This design comes from an exercise in tuning for small area on the open sky130 flow, not from production work. Where RTL was checked, it was by simulation tests only, not by an equivalence proof against the original. Power is estimated from default activity; no workload was simulated.

// pcie_tl
module pcie_tl #(
    parameter int NUM_VC = 8
) (
    input  wire                               aclk,
    input  wire                               arst,
    input  wire                               awvalid_i,
    input  wire                               wvalid_i,
    input  wire pcie_tl_pkg::cpu_aw_t         cpu_aw_i,
    output logic                              awready_o,
    output logic                              wready_o,
    output logic                              bvalid_o,
    input  wire                               bready_i,
    output pcie_tl_pkg::axi_resp_t            bresp_o,
    input  wire                               arvalid_i,
    input  wire pcie_tl_pkg::cpu_ar_t         araddr_i,
    output logic                              arready_o,
    output logic                              rvalid_o,
    input  wire                               rready_i,
    output pcie_tl_pkg::cpu_r_t               cpu_r_o,
    output logic                              mem_arvalid_o,
    input  wire                               mem_arready_i,
    output logic [pcie_tl_pkg::DATA_W-1:0]    mem_araddr_o,
    input  wire                               mem_rvalid_i,
    output logic                              mem_rready_o,
    input  wire [pcie_tl_pkg::DATA_W-1:0]     mem_rdata_i,
    input  wire                               mem_rlast_i,
    output logic                              tx_valid_o,
    input  wire                               tx_ready_i,
  ...
Size: about 1000 cells after synthesis, ~260 I/O pins, about 0.013 mm^2 of cells after synthesis.
Settings: LEC_CHECK=0, CAP_MARGIN=20, CORE_MARGIN=2, CORE_UTILIZATION=70, SLEW_MARGIN=20; clock period 5.0 ns.
standard.sh (not shown) runs the stock make flow with config.mk's settings and CLKGATE_MAP_FILE= SYNTH_SCRIPT=/design/flow/synth_recipe.tcl, a recipe that flattens the netlist after the stock synthesis.
==> flow/flow/run.sh <==
#!/bin/bash
# Standard ORFS layout with two changes: the port buffers are the smallest
# buffer cell, and clock tree synthesis uses small clock buffers and no dummy
# loads. Each tool's full output goes to the ORFS logs under orfs/logs and the
# make output to flow_make.log in this folder.
set -euo pipefail
export BUFFER_PORTS_ARGS="-buffer_cell sky130_fd_sc_hd__buf_1"
export CTS_ARGS="-sink_clustering_enable -repair_clock_nets -dont_use_dummy_load -sink_clustering_size 12 -sink_clustering_max_diameter 60 -buf_list {sky130_fd_sc_hd__clkbuf_8 sky130_fd_sc_hd__clkbuf_4 sky130_fd_sc_hd__clkbuf_2}"
bash standard.sh > flow_make.log 2>&1
Edit:
--- a/flow/design.v
+++ b/flow/design.v
@@ -148,26 +148,14 @@
                 L_START: ls_q <= L_TRAIN;
                 L_TRAIN: if (linkup_i) ls_q <= 4'h8;
                 L_DONE:  ;
                 default: ls_q <= L_IDLE;
             endcase
         end
     end
-    function automatic logic [25:0] inc26(input logic [25:0] x);
-        logic cb, c;
-        cb = 1'b1;
-        for (int j = 0; j < 26; j += 4) begin
-            c = cb;
-            for (int i = j; i < j + 4 && i < 26; i++) begin
-                inc26[i] = x[i] ^ c;
-                c        = c & x[i];
-            end
-            cb = cb & (&x[j +: 4]);
-        end
-    endfunction
     localparam logic [2:0] T_IDLE = 3'd0;
     localparam logic [2:0] T_HDR0 = 3'd1;
     localparam logic [2:0] T_HDR1 = 3'd2;
     localparam logic [2:0] T_HDR2 = 3'd3;
     localparam logic [2:0] T_PAY  = 3'd4;
     logic [2:0]  ts_q;
     logic        dma_pend_q;
@@ -208,21 +196,21 @@
     end
     always_ff @(posedge aclk) begin
         if (start_go) begin
             left_q       <= chunks;
             mem_araddr_o <= desc_addr_q;
         end else if (chunk_go) begin
             left_q <= left_q - 1'b1;
-            if (next_chunk) mem_araddr_o[31:6] <= inc26(mem_araddr_o[31:6]);
+            if (next_chunk) mem_araddr_o[31:6] <= mem_araddr_o[31:6] + 1'b1;
         end
         if (start_go) begin
             taddr_q <= bar0_q;
             tag_q   <= '0;
         end else if (last_xfer) begin
-            taddr_q[31:6] <= inc26(taddr_q[31:6]);
+            taddr_q[31:6] <= taddr_q[31:6] + 1'b1;
             tag_q         <= tag_q + 1'b1;
         end
     end
     always_ff @(posedge aclk) begin
         if (!arst) begin
             ts_q <= T_IDLE;
         end else begin
@@ -244,32 +232,25 @@
             T_HDR2:  tx_data_o = taddr_q;
             default: tx_data_o = mem_rdata_i;
         endcase
         tx_valid_o = ts_q == T_HDR0 || ts_q == T_HDR1 || ts_q == T_HDR2 ||
                      (ts_q == T_PAY && mem_rvalid_i);
     end
     logic [31:0] rd_data;
-    logic ra_base, ra_g1, ra_g2;
-    assign ra_base = ra[31:14] == '0 && ra[11:5] == '0 && ra[1:0] == '0;
-    assign ra_g1   = ra_base && ra[13:12] == 2'b01;
-    assign ra_g2   = ra_base && ra[13:12] == 2'b10 && ra[4:3] == 2'b00;
     always_comb begin
-        rd_data = '0;
-        if (ra_g1) begin
-            case (ra[4:2])
-                3'd0: rd_data = tc_vc_map_q;
-                3'd1: rd_data = link_ctrl_q;
-                3'd2: rd_data = 32'(vc_up);
-                3'd3: rd_data = bar0_q;
-                3'd4: rd_data = {31'b0, dma_busy};
-                default: rd_data = '0;
-            endcase
-        end else if (ra_g2) begin
-            rd_data = ra[2] ? desc_addr_q : desc_len_q;
-        end
+        case (ra)
+            pcie_tl_pkg::REG_TC_VC_MAP:    rd_data = tc_vc_map_q;
+            pcie_tl_pkg::REG_LINK_CTRL:    rd_data = link_ctrl_q;
+            pcie_tl_pkg::REG_VC_FC_STATUS: rd_data = 32'(vc_up);
+            pcie_tl_pkg::REG_BAR0_BASE:    rd_data = bar0_q;
+            pcie_tl_pkg::REG_DMA_CFG:      rd_data = {31'b0, dma_busy};
+            pcie_tl_pkg::REG_TX_DESC_LEN:  rd_data = desc_len_q;
+            pcie_tl_pkg::REG_TX_DESC_ADDR: rd_data = desc_addr_q;
+            default:          rd_data = '0;
+        endcase
     end
     always_ff @(posedge aclk) begin
         if (wr_fire) bresp_err <= !is_mapped(wa);
         if (rd_fire) begin
             rdata_q   <= rd_data;
             rresp_err <= !is_mapped(ra);
         end
Outcome: The new run finished clean; via count is higher by a few percent; die area came out higher slightly; fmax increases by a few percent; register-to-register slack degrades by 0.31 ns; final area goes up slightly; combinational power went down by well over a third; utilization went up by 0.52 points; cell count grows by a few percent.


The RTL this note starts from:
==> flow/design.v <==
`default_nettype none
package pcie_tl_pkg;
    localparam int DATA_W = 32;
    localparam logic [DATA_W-1:0] REG_TC_VC_MAP    = 32'h0000_1000;
    localparam logic [DATA_W-1:0] REG_LINK_CTRL    = 32'h0000_1004;
    localparam logic [DATA_W-1:0] REG_VC_FC_STATUS = 32'h0000_1008;   
    localparam logic [DATA_W-1:0] REG_BAR0_BASE    = 32'h0000_100C;
    localparam logic [DATA_W-1:0] REG_DMA_CFG      = 32'h0000_1010;
    localparam logic [DATA_W-1:0] REG_TX_DESC_LEN  = 32'h0000_2000;
    localparam logic [DATA_W-1:0] REG_TX_DESC_ADDR = 32'h0000_2004;
    typedef logic [1:0] axi_resp_t;
    localparam axi_resp_t RESP_OKAY   = 2'd0;
    localparam axi_resp_t RESP_SLVERR = 2'd2;
    localparam int BURST_BEATS = 16;               
    localparam int TLP_BYTES   = BURST_BEATS * 4;
    localparam logic [2:0] FMT_MWR32 = 3'b010;     
    localparam logic [4:0] TYPE_MEM  = 5'b00000;
    typedef struct packed {
        logic [DATA_W-1:0] addr;
    } cpu_ar_t;
    typedef struct packed {
        logic [DATA_W-1:0] addr;
        logic [DATA_W-1:0] data;
    } cpu_aw_t;
    typedef struct packed {
        logic [DATA_W-1:0] data;
        axi_resp_t         resp;
    } cpu_r_t;
    typedef struct packed {
        logic [15:0]       len;                    
        logic [DATA_W-1:0] addr;
    } tx_desc_t;
    typedef struct packed {
        logic [DATA_W-1:0] addr;
        logic [7:0]        tag;
    } tlp_req_t;
    typedef struct packed {
        logic [2:0]        fmt;
        logic [4:0]        typ;
        logic [13:0]       rsvd;                   
        logic [9:0]        length;
        logic [15:0]       req_id;
        logic [7:0]        tag;
        logic [3:0]        last_be;
        logic [3:0]        first_be;
        logic [DATA_W-1:0] addr;
    } tlp_hdr_t;
endpackage
`default_nettype wire
`timescale 1ns/1ns
`default_nettype none
module pcie_tl #(
    parameter int NUM_VC = 8
) (
    input  wire                               aclk,
    input  wire                               arst,
    input  wire                               awvalid_i,
    input  wire                               wvalid_i,
    input  wire pcie_tl_pkg::cpu_aw_t         cpu_aw_i,
    output logic                              awready_o,
    output logic                              wready_o,
    output logic                              bvalid_o,
    input  wire                               bready_i,
    output pcie_tl_pkg::axi_resp_t            bresp_o,
    input  wire                               arvalid_i,
    input  wire pcie_tl_pkg::cpu_ar_t         araddr_i,
    output logic                              arready_o,
    output logic                              rvalid_o,
    input  wire                               rready_i,
    output pcie_tl_pkg::cpu_r_t               cpu_r_o,
    output logic                              mem_arvalid_o,
    input  wire                               mem_arready_i,
    output logic [pcie_tl_pkg::DATA_W-1:0]    mem_araddr_o,
    input  wire                               mem_rvalid_i,
    output logic                              mem_rready_o,
    input  wire [pcie_tl_pkg::DATA_W-1:0]     mem_rdata_i,
    input  wire                               mem_rlast_i,
    output logic                              tx_valid_o,
    input  wire                               tx_ready_i,
    output logic [pcie_tl_pkg::DATA_W-1:0]    tx_data_o,
    input  wire                               linkup_i,
    input  wire [NUM_VC-1:0]                  dll_vc_up_i
);
    logic [31:0] wa, wd, ra;
    logic        wr_fire, rd_fire;
    assign wa       = cpu_aw_i.addr;
    assign wd       = cpu_aw_i.data;
    assign ra       = araddr_i.addr;
    assign wr_fire  = awready_o && awvalid_i && wvalid_i;
    assign rd_fire  = arready_o && arvalid_i;
    assign wready_o = awready_o;
    function automatic logic is_mapped(input logic [31:0] addr);
        is_mapped = addr == pcie_tl_pkg::REG_TC_VC_MAP    || addr == pcie_tl_pkg::REG_LINK_CTRL   ||
                    addr == pcie_tl_pkg::REG_VC_FC_STATUS || addr == pcie_tl_pkg::REG_BAR0_BASE   ||
                    addr == pcie_tl_pkg::REG_DMA_CFG      || addr == pcie_tl_pkg::REG_TX_DESC_LEN ||
                    addr == pcie_tl_pkg::REG_TX_DESC_ADDR;
    endfunction
    logic        bresp_err;
    logic        rresp_err;
    logic [31:0] rdata_q;
    assign bresp_o = {bresp_err, 1'b0};
    assign cpu_r_o = {rdata_q, rresp_err, 1'b0};
    always_ff @(posedge aclk) begin
        if (!arst) begin
            awready_o <= 1'b0;
            bvalid_o  <= 1'b0;
            arready_o <= 1'b0;
            rvalid_o  <= 1'b0;
        end else begin
            awready_o <= awvalid_i && wvalid_i && !bvalid_o && !awready_o;
            arready_o <= arvalid_i && !arready_o && !rvalid_o;
            if (wr_fire)       bvalid_o <= 1'b1;
            else if (bready_i) bvalid_o <= 1'b0;
            if (rd_fire)       rvalid_o <= 1'b1;
            else if (rready_i) rvalid_o <= 1'b0;
        end
    end
    logic [31:0] tc_vc_map_q, link_ctrl_q, bar0_q, desc_len_q, desc_addr_q;
    logic [31:0] wd_r;
    assign wd_r = arst ? wd : 32'h0;
    always_ff @(posedge aclk) begin
        if (!arst || (wr_fire && wa == pcie_tl_pkg::REG_TC_VC_MAP))    tc_vc_map_q <= wd_r;
        if (!arst || (wr_fire && wa == pcie_tl_pkg::REG_LINK_CTRL))    link_ctrl_q <= wd_r;
        if (!arst || (wr_fire && wa == pcie_tl_pkg::REG_BAR0_BASE))    bar0_q      <= wd_r;
        if (!arst || (wr_fire && wa == pcie_tl_pkg::REG_TX_DESC_LEN))  desc_len_q  <= wd_r;
        if (!arst || (wr_fire && wa == pcie_tl_pkg::REG_TX_DESC_ADDR)) desc_addr_q <= wd_r;
    end
    localparam logic [3:0] L_IDLE  = 4'd0;
    localparam logic [3:0] L_START = 4'd1;    
    localparam logic [3:0] L_TRAIN = 4'd2;
    localparam logic [3:0] L_DONE  = 4'd7;    
    logic [3:0]        ls_q;
    logic [NUM_VC-1:0] vc_up;
    logic              link_wr;
    assign link_wr = wr_fire && wd[0] && wa == pcie_tl_pkg::REG_LINK_CTRL;
    always_comb begin
        for (int i = 0; i < NUM_VC; i++)
            vc_up[i] = ls_q == L_DONE || (ls_q[3] && ls_q[2:0] > 3'(i));
    end
    always_ff @(posedge aclk) begin
        if (!arst) begin
            ls_q <= L_IDLE;
        end else if (ls_q[3]) begin
            if (dll_vc_up_i[ls_q[2:0]]) ls_q <= ls_q == 4'hF ? L_DONE : ls_q + 1'b1;
        end else begin
            case (ls_q)
                L_IDLE:  if (link_wr) ls_q <= L_START;
                L_START: ls_q <= L_TRAIN;
                L_TRAIN: if (linkup_i) ls_q <= 4'h8;
                L_DONE:  ;
                default: ls_q <= L_IDLE;
            endcase
        end
    end
    function automatic logic [25:0] inc26(input logic [25:0] x);
        logic c;
        c = 1'b1;
        for (int i = 0; i < 26; i++) begin
            inc26[i] = x[i] ^ c;
            c        = c & x[i];
        end
    endfunction
    localparam logic [2:0] T_IDLE = 3'd0;
    localparam logic [2:0] T_HDR0 = 3'd1;
    localparam logic [2:0] T_HDR1 = 3'd2;
    localparam logic [2:0] T_HDR2 = 3'd3;
    localparam logic [2:0] T_PAY  = 3'd4;
    logic [2:0]  ts_q;
    logic        dma_pend_q;
    logic        req_valid_q;
    logic [9:0]  left_q;         
    logic [31:0] taddr_q;        
    logic [7:0]  tag_q;
    logic        dma_busy;
    logic        start_go, chunk_go, next_chunk, req_ready, last_xfer;
    logic [9:0]  chunks;
    assign chunks     = desc_len_q[15:6];
    assign dma_busy   = mem_arvalid_o || req_valid_q || ts_q != T_IDLE;
    assign start_go   = dma_pend_q && chunks != '0;
    assign last_xfer  = ts_q == T_PAY && mem_rvalid_i && tx_ready_i && mem_rlast_i;
    assign req_ready  = ts_q == T_IDLE || last_xfer;
    assign chunk_go   = (mem_arvalid_o || req_valid_q) &&
                        (!mem_arvalid_o || mem_arready_i) &&
                        (!req_valid_q || req_ready);
    assign next_chunk = chunk_go && left_q != 10'd1;
    always_ff @(posedge aclk) begin
        if (!arst) begin
            dma_pend_q    <= 1'b0;
            mem_arvalid_o <= 1'b0;
            req_valid_q   <= 1'b0;
        end else begin
            dma_pend_q <= wr_fire && wd[0] && !dma_busy && wa == pcie_tl_pkg::REG_DMA_CFG;
            if (start_go) begin
                mem_arvalid_o <= 1'b1;
                req_valid_q   <= 1'b1;
            end else if (chunk_go) begin
                mem_arvalid_o <= next_chunk;
                req_valid_q   <= next_chunk;
            end else begin
                mem_arvalid_o <= mem_arvalid_o && !mem_arready_i;
                req_valid_q   <= req_valid_q && !req_ready;
            end
        end
    end
    always_ff @(posedge aclk) begin
        if (start_go) begin
            left_q       <= chunks;
            mem_araddr_o <= desc_addr_q;
        end else if (chunk_go) begin
            left_q <= left_q - 1'b1;
            if (next_chunk) mem_araddr_o[31:6] <= inc26(mem_araddr_o[31:6]);
        end
        if (start_go) begin
            taddr_q <= bar0_q;
            tag_q   <= '0;
        end else if (last_xfer) begin
            taddr_q[31:6] <= inc26(taddr_q[31:6]);
            tag_q         <= tag_q + 1'b1;
        end
    end
    always_ff @(posedge aclk) begin
        if (!arst) begin
            ts_q <= T_IDLE;
        end else begin
            case (ts_q)
                T_IDLE: if (req_valid_q) ts_q <= T_HDR0;
                T_HDR0: if (tx_ready_i) ts_q <= T_HDR1;
                T_HDR1: if (tx_ready_i) ts_q <= T_HDR2;
                T_HDR2: if (tx_ready_i) ts_q <= T_PAY;
                T_PAY:  if (last_xfer) ts_q <= req_valid_q ? T_HDR0 : T_IDLE;
                default: ts_q <= T_IDLE;
            endcase
        end
    end
    assign mem_rready_o = ts_q == T_PAY && tx_ready_i;
    always_comb begin
        case (ts_q)
            T_HDR0:  tx_data_o = {pcie_tl_pkg::FMT_MWR32, pcie_tl_pkg::TYPE_MEM, 14'b0, 10'(pcie_tl_pkg::BURST_BEATS)};
            T_HDR1:  tx_data_o = {16'h0000, tag_q, 4'hF, 4'hF};
            T_HDR2:  tx_data_o = taddr_q;
            default: tx_data_o = mem_rdata_i;
        endcase
        tx_valid_o = ts_q == T_HDR0 || ts_q == T_HDR1 || ts_q == T_HDR2 ||
                     (ts_q == T_PAY && mem_rvalid_i);
    end
    logic [31:0] rd_data;
    logic ra_base, ra_g1, ra_g2;
    assign ra_base = ra[31:14] == '0 && ra[11:5] == '0 && ra[1:0] == '0;
    assign ra_g1   = ra_base && ra[13:12] == 2'b01;
    assign ra_g2   = ra_base && ra[13:12] == 2'b10 && ra[4:3] == 2'b00;
    always_comb begin
        rd_data = '0;
        if (ra_g1) begin
            case (ra[4:2])
                3'd0: rd_data = tc_vc_map_q;
                3'd1: rd_data = link_ctrl_q;
                3'd2: rd_data = 32'(vc_up);
                3'd3: rd_data = bar0_q;
                3'd4: rd_data = {31'b0, dma_busy};
                default: rd_data = '0;
            endcase
        end else if (ra_g2) begin
            rd_data = ra[2] ? desc_addr_q : desc_len_q;
        end
    end
    always_ff @(posedge aclk) begin
        if (wr_fire) bresp_err <= !is_mapped(wa);
        if (rd_fire) begin
            rdata_q   <= rd_data;
            rresp_err <= !is_mapped(ra);
        end
    end
endmodule
`default_nettype wire
clock: 5.0 ns
lec_check: 0
cap_margin: 20
core_margin: 2
core_utilization: 60
slew_margin: 20
==> flow/flow/run.sh <==
#!/bin/bash
# Standard ORFS layout with two changes: the port buffers are the smallest
# buffer cell, and clock tree synthesis uses small clock buffers and no dummy
# loads. Each tool's full output goes to the ORFS logs under orfs/logs and the
# make output to flow_make.log in this folder.
set -euo pipefail
export BUFFER_PORTS_ARGS="-buffer_cell sky130_fd_sc_hd__buf_1"
export CTS_ARGS="-sink_clustering_enable -repair_clock_nets -dont_use_dummy_load -buf_list {sky130_fd_sc_hd__clkbuf_4 sky130_fd_sc_hd__clkbuf_2}"
bash standard.sh > flow_make.log 2>&1
Rerun with:
--- a/flow/design.v
+++ b/flow/design.v
@@ -153,12 +153,4 @@
         end
     end
-    function automatic logic [25:0] inc26(input logic [25:0] x);
-        logic c;
-        c = 1'b1;
-        for (int i = 0; i < 26; i++) begin
-            inc26[i] = x[i] ^ c;
-            c        = c & x[i];
-        end
-    endfunction
     localparam logic [2:0] T_IDLE = 3'd0;
     localparam logic [2:0] T_HDR0 = 3'd1;
@@ -209,5 +201,5 @@
         end else if (chunk_go) begin
             left_q <= left_q - 1'b1;
-            if (next_chunk) mem_araddr_o[31:6] <= inc26(mem_araddr_o[31:6]);
+            if (next_chunk) mem_araddr_o[31:6] <= mem_araddr_o[31:6] + 1'b1;
         end
         if (start_go) begin
@@ -215,5 +207,5 @@
             tag_q   <= '0;
         end else if (last_xfer) begin
-            taddr_q[31:6] <= inc26(taddr_q[31:6]);
+            taddr_q[31:6] <= taddr_q[31:6] + 1'b1;
             tag_q         <= tag_q + 1'b1;
         end
@@ -245,22 +237,15 @@
     end
     logic [31:0] rd_data;
-    logic ra_base, ra_g1, ra_g2;
-    assign ra_base = ra[31:14] == '0 && ra[11:5] == '0 && ra[1:0] == '0;
-    assign ra_g1   = ra_base && ra[13:12] == 2'b01;
-    assign ra_g2   = ra_base && ra[13:12] == 2'b10 && ra[4:3] == 2'b00;
     always_comb begin
-        rd_data = '0;
-        if (ra_g1) begin
-            case (ra[4:2])
-                3'd0: rd_data = tc_vc_map_q;
-                3'd1: rd_data = link_ctrl_q;
-                3'd2: rd_data = 32'(vc_up);
-                3'd3: rd_data = bar0_q;
-                3'd4: rd_data = {31'b0, dma_busy};
-                default: rd_data = '0;
-            endcase
-        end else if (ra_g2) begin
-            rd_data = ra[2] ? desc_addr_q : desc_len_q;
-        end
+        case (ra)
+            pcie_tl_pkg::REG_TC_VC_MAP:    rd_data = tc_vc_map_q;
+            pcie_tl_pkg::REG_LINK_CTRL:    rd_data = link_ctrl_q;
+            pcie_tl_pkg::REG_VC_FC_STATUS: rd_data = 32'(vc_up);
+            pcie_tl_pkg::REG_BAR0_BASE:    rd_data = bar0_q;
+            pcie_tl_pkg::REG_DMA_CFG:      rd_data = {31'b0, dma_busy};
+            pcie_tl_pkg::REG_TX_DESC_LEN:  rd_data = desc_len_q;
+            pcie_tl_pkg::REG_TX_DESC_ADDR: rd_data = desc_addr_q;
+            default:          rd_data = '0;
+        endcase
     end
     always_ff @(posedge aclk) begin
Result: Global-route usage grows by 0.84 points. Design area is about the same. Setup slack improves by 0.98 ns. Die area came out higher by 2.8%. Sequential cell count is unchanged. Total power decreases by 22%. Critical path depth drops by 20. Combinational power fell by 77%. Clock-buffer cell count does not change.
Only the layout flow was run in the first run of this note; the RTL was not checked for function there.

what the ideal ports hide:
No port has a modelled driver above. Below, the same layouts with a new extraction and two added sets of constraints. Step 1: set_driving_cell puts a clkbuf_16 on aclk and a buf_2 on each other input, an assumption about the parent block. Step 2 adds t to the input delays and takes it off the output delays; t is the mean of the earliest and latest rising clock arrival at the registers after step 1. Input paths then give back, and output paths get back, about the clock's delay inside the block. Slacks: ideal / step 1 / step 2; pairs: ideal / step 1.
run	t, ns	setup WS [ns]	worst setup path at the end	clock arrival spread, ns	slew at the worst register clock pin (ns)
the first run of note 1	0.597	1.016 / 0.977 / 1.574	register to output	0.030 / 0.030	0.09 / 0.09
the second run of note 1	0.603	1.201 / 1.161 / 1.588	input to register	0.054 / 0.054	0.09 / 0.09
the first run of note 2	0.684	0.141 / 0.141 / 0.141	register to register	0.075 / 0.075	0.07 / 0.07
the second run of note 2	0.662	1.123 / 1.091 / 1.500	input to register	0.098 / 0.098	0.07 / 0.07
After both steps every run listed still meets setup and hold.
